Context: an optimization exercise on an open-source flow, tuned for small area, a short achievable clock period and few clock cycles. The choices shown serve that exercise and are no tape-out recipe.
RTL that was checked went through simulation tests only; none was proved equivalent to the original.
Power figures rest on the tool's default switching activity, not on a simulated workload.

== rev 12 ==
==> module swu_window_addr_gen, before the edit <==
module swu_window_addr_gen (
   input  logic        aclk,
   input  logic        aresetn,
   input  logic        step_i,
   output logic [16:0] pos_o,      
   output logic [16:0] pos_inc_o,  
   output logic [3:0]  sel_o       
);
   function automatic logic [16:0] decode(input logic [2:0] oy, input logic [2:0] ox,
                                          input logic [1:0] kh, input logic [1:0] kw,
                                          input logic [1:0] c);
      logic       lk;
      logic [4:0] req;
      logic [5:0] w;
      logic [6:0] wb;
      logic [6:0] wm;
      lk  = kh == 2'd0 && (ox == 3'd0 || kw != 2'd0);
      req = lk ? 5'd0 : (kh == 2'd0) ? 5'd24 + {3'd0, c} : 5'd12 + {1'b0, kw, c};
      w   = {ox, 3'b000} + {2'b00, kw, c};
      wb  = {1'b0, w} + 7'd20;
      wm  = (wb >= 7'd56) ? wb - 7'd56 : (wb >= 7'd28) ? wb - 7'd28 : wb;
      decode = {req, kh != 2'd1, lk, kh == 2'd1,
                oy == 3'd4 && ox == 3'd4 && kh == 2'd2 && kw == 2'd2 && c == 2'd3,
                ox == 3'd4 && kh == 2'd1 && kw == 2'd2 && c == 2'd3,
                wm[4:0],
                (wb >= 7'd28) && (wb < 7'd56),
                ox == 3'd4 && kh == 2'd1 && kw != 2'd0};
   endfunction
   function automatic logic [3:0] rsel(input logic [16:0] d, input logic [2:0] ox,
                                       input logic [1:0] kh, input logic [1:0] kw);
      rsel = {kh == 2'd2, kh == 2'd1, kh == 2'd0 && ox != 3'd0 && kw == 2'd0, d[1]};
   endfunction
   logic [2:0]  oy_q, ox_q, oy_i, ox_i;
   logic [1:0]  kh_q, kw_q, c_q, kh_i, kw_i, c_i;
   logic [16:0] pos_q, pos_n_q;
   logic [3:0]  sel_q, sel_n_q;
   always_comb begin
      oy_i = oy_q;
      ox_i = ox_q;
      kh_i = kh_q;
      kw_i = kw_q;
      c_i  = c_q + 2'd1;
      if (c_q == 2'd3) begin
         kw_i = (kw_q == 2'd2) ? 2'd0 : kw_q + 2'd1;
         if (kw_q == 2'd2) begin
            kh_i = (kh_q == 2'd2) ? 2'd0 : kh_q + 2'd1;
            if (kh_q == 2'd2) begin
               ox_i = (ox_q == 3'd4) ? 3'd0 : ox_q + 3'd1;
               if (ox_q == 3'd4) begin
                  oy_i = (oy_q == 3'd4) ? 3'd0 : oy_q + 3'd1;
               end
            end
         end
      end
   end
   always_ff @(posedge aclk) begin
      if (!aresetn) begin
         oy_q    <= '0;
         ox_q    <= '0;
         kh_q    <= '0;
         kw_q    <= '0;
         c_q     <= 2'd1;
         pos_q   <= decode(3'd0, 3'd0, 2'd0, 2'd0, 2'd0);
         sel_q   <= rsel(decode(3'd0, 3'd0, 2'd0, 2'd0, 2'd0), 3'd0, 2'd0, 2'd0);
         pos_n_q <= decode(3'd0, 3'd0, 2'd0, 2'd0, 2'd1);
         sel_n_q <= rsel(decode(3'd0, 3'd0, 2'd0, 2'd0, 2'd1), 3'd0, 2'd0, 2'd0);
      end else if (step_i) begin
         oy_q    <= oy_i;
         ox_q    <= ox_i;
         kh_q    <= kh_i;
         kw_q    <= kw_i;
         c_q     <= c_i;
         pos_q   <= pos_n_q;
         sel_q   <= sel_n_q;
         pos_n_q <= decode(oy_i, ox_i, kh_i, kw_i, c_i);
         sel_n_q <= rsel(decode(oy_i, ox_i, kh_i, kw_i, c_i), ox_i, kh_i, kw_i);
      end
   end
   assign pos_o     = pos_q;
   assign pos_inc_o = pos_n_q;
   assign sel_o     = sel_q;
endmodule
export LEC_CHECK = 0
export ABC_CLOCK_PERIOD_IN_PS = 2500
export CAP_MARGIN = 20
export CORE_MARGIN = 2
export CORE_UTILIZATION = 60
export CTS_BUF_LIST = sky130_fd_sc_hd__clkbuf_8
export CTS_CLUSTER_DIAMETER = 50
export CTS_CLUSTER_SIZE = 20
export SETUP_SLACK_MARGIN = 4.3
export SLEW_MARGIN = 20
create_clock -name core_clock -period 6.5 [get_ports {aclk}]
run.sh (not shown) runs the stock make flow with config.mk's settings and CLKGATE_MAP_FILE= SYNTH_SCRIPT=/design/flow/synth_recipe.tcl, a recipe that flattens the netlist after the stock synthesis.
The following lists how rev 13 was set up differently from rev 12:
--- a/flow/design.v
+++ b/flow/design.v
@@ -179,7 +179,7 @@
          ox_q    <= '0;
          kh_q    <= '0;
          kw_q    <= '0;
-         c_q     <= 2'd1;
+         c_q     <= 2'd2;
          pos_q   <= decode(3'd0, 3'd0, 2'd0, 2'd0, 2'd0);
          sel_q   <= rsel(decode(3'd0, 3'd0, 2'd0, 2'd0, 2'd0), 3'd0, 2'd0, 2'd0);
          pos_n_q <= decode(3'd0, 3'd0, 2'd0, 2'd0, 2'd1);
@@ -192,8 +192,8 @@
          c_q     <= c_i;
          pos_q   <= pos_n_q;
          sel_q   <= sel_n_q;
-         pos_n_q <= decode(oy_i, ox_i, kh_i, kw_i, c_i);
-         sel_n_q <= rsel(decode(oy_i, ox_i, kh_i, kw_i, c_i), ox_i, kh_i, kw_i);
+         pos_n_q <= decode(oy_q, ox_q, kh_q, kw_q, c_q);
+         sel_n_q <= rsel(decode(oy_q, ox_q, kh_q, kw_q, c_q), ox_q, kh_q, kw_q);
       end
    end
    assign pos_o     = pos_q;
Findings:
- Looking at die footprint across both flows, rev 13 is the stronger of the two, with rev 12 trailing.
- From rev 12 to rev 13 the numbers moved as follows: number of placed instances with taps included saw a decrease; die extent in y saw little to no change; growth of design area from synthesis to finish saw a decrease; fraction of power consumed by the clock network saw an increase; area after synthesis saw a decrease.
- In the final reports, the cell area of rev 13 is smaller than that of rev 12.
- Looking at wire length of the first global-routing pass, rev 13 sits below rev 12.
- Lower final wirelength was reported by rev 13, not rev 12.
- Cell count: rev 13 lower than rev 12
Testbench counts of rev 13, summed over its fixed seeds: cycles 55,664.
Only the layout flow was run in rev 12; the RTL was not checked for function there.

---

swu_top, a different RTL version from the one above (not shown whole).
Size: about 1600 flip-flops, about 38 I/O pins, about 45000 µm² of cells after synthesis.
export LEC_CHECK = 0
export ABC_CLOCK_PERIOD_IN_PS = 2500
export CAP_MARGIN = 20
export CORE_MARGIN = 2
export CORE_UTILIZATION = 72
export CTS_BUF_LIST = sky130_fd_sc_hd__clkbuf_16
export CTS_CLUSTER_DIAMETER = 60
export CTS_CLUSTER_SIZE = 32
export SETUP_SLACK_MARGIN = 4.1
export SLEW_MARGIN = 20
create_clock -name core_clock -period 6.5 [get_ports {aclk}]
The starting point completed with no timing, DRC or antenna violations.
Then changed:
--- a/flow/design.v
+++ b/flow/design.v
@@ -353,25 +353,24 @@
    logic [5:0]  pe_idx_q, pe_m1, pe_p4, pe_p32, pe_st, pei_a, pei_b;
    logic [5:0]  pb_idx_q, pb_m1, pb_m4, pb_st, pbi_a, pbi_b;
    logic        l2_q, l2_a, l2_b;
    logic        kh1_q, kh1_a, kh1_b;
    logic        tv;
    logic        acc;
    logic        seq_step;
    logic        e_shift, b_shift;
    logic        step_a, step_b;
    logic        skid_full, out_valid, out_free, skid_a, skid_b;
    logic        released;
-   logic [11:0] e_load;
-   logic [10:0] b_load;
-   logic        e_shift_q, b_shift_q;
+   logic [11:0] e_load, e_load_q;
+   logic [10:0] b_load, b_load_q;
    swu_pkg::simd_word_t din_q;
    logic [EDEPTH*16-1:0] ev;
    logic [BDEPTH*16-1:0] od;
    swu_pkg::simd_word_t  rd_data;
    assign tv       = s_axis_tvalid_i;
    assign acc      = tv && dec_q.tready;
    assign seq_step = dec_q.free || (tv && dec_q.need);
    assign e_shift  = tv && dec_q.e_take;
    assign b_shift  = tv && dec_q.b_take;
    swu_write_ctrl u_write_ctrl (
       .aclk      (aclk),
@@ -379,42 +378,42 @@
       .adv_i     (acc),
       .cls_o     (cls),
       .cls_inc_o (cls_inc)
    );
    swu_window_addr_gen u_window_addr_gen (
       .aclk      (aclk),
       .aresetn   (aresetn),
       .step_i    (seq_step),
       .pos_o     (pos),
       .pos_inc_o (pos_inc)
    );
-   always_ff @(posedge aclk) begin
-      e_shift_q <= e_shift;
-      b_shift_q <= b_shift;
-      din_q     <= s_axis_tdata_i;
-   end
    for (genvar k = 0; k < EDEPTH / 4; k++) begin : g_eload
-      assign e_load[k] = e_shift_q && (pe_q.blk == 4'(EDEPTH / 4 - 1 - k));
+      assign e_load[k] = e_shift && (pe_q.blk == 4'(EDEPTH / 4 - 1 - k));
    end
    for (genvar k = 0; k < BDEPTH / 4; k++) begin : g_bload
-      assign b_load[k] = b_shift_q && (pb_q.blk == 4'(BDEPTH / 4 - 1 - k));
+      assign b_load[k] = b_shift && (pb_q.blk == 4'(BDEPTH / 4 - 1 - k));
+   end
+   always_ff @(posedge aclk) begin
+      e_load_q <= e_load;
+      b_load_q <= b_load;
+      din_q    <= s_axis_tdata_i;
    end
    swu_ring_buffer #(.DEPTH(EDEPTH)) u_even_buf (
       .aclk   (aclk),
-      .load_i (e_load),
+      .load_i (e_load_q),
       .din_i  (din_q),
       .q_o    (ev)
    );
    swu_ring_buffer #(.DEPTH(BDEPTH)) u_odd_buf (
       .aclk   (aclk),
-      .load_i (b_load),
+      .load_i (b_load_q),
       .din_i  (din_q),
       .q_o    (od)
    );
    assign rd_data = kh1_q ? od[{pb_idx_q[5:2], 2'b00} * 16 +: 16]
                   : l2_q  ? s_axis_tdata_i
                   :         ev[{pe_idx_q[5:2], 2'b00} * 16 +: 16];
    swu_output_stage u_output_stage (
       .aclk        (aclk),
       .aresetn     (aresetn),
       .push_i      (seq_step),
       .last_i      (pos[4]),
What happened: Via count increases by a few percent; power increases by a few percent; cell count increases by a few percent; cell area increases slightly; clock-buffer cell count decreases by 1; area after synthesis increases slightly; worst setup slack gets better by 0.031 ns; core utilization increases by 0.25 points; clock skew increases by 0.0050 ns; worst hold slack gets worse by 0.028 ns; combinational power increases by about a fifth; synthesized cell count increases by a few percent; non-clock buffer count increases by 2; flip-flop and latch count increases by 21.
Testbench counts after the change, summed over its fixed seeds: cycles 48,784.
For the first run of this note, only the layout was checked, not whether the RTL still works.

re-timing with driven ports:
Ports are ideal in the flow. The routed layouts listed here were re-timed in OpenROAD. Step 1: set_driving_cell puts a clkbuf_16 on aclk and a buf_2 on each other input, an assumption about the parent block. Step 2 also shifts input and output timing later by t, the mid clock arrival at the registers, as if the neighbouring blocks saw the same clock. Three values: ideal ports, drivers, drivers and shift; two values: the first two.
| run | t (ns) | slack for setup (ns) | slew at the worst register clock pin (ns) |
|---|---|---|---|
| rev 12 | 0.806 | 3.675 / 3.675 / 3.498 | 0.12 / 0.12 |
| rev 13 | 0.839 | 3.897 / 3.832 / 3.513 | 0.11 / 0.11 |
| the first run of note 2 | 0.685 | 4.015 / 3.970 / 3.456 | 0.12 / 0.12 |
| the second run of note 2 | 0.706 | 4.046 / 3.984 / 3.501 | 0.12 / 0.12 |
After both steps setup and hold are still met in every run listed. For the first run of note 2, which loses most, drivers alone change the setup slack by -0.045 ns; drivers and shift together by -0.559 ns.
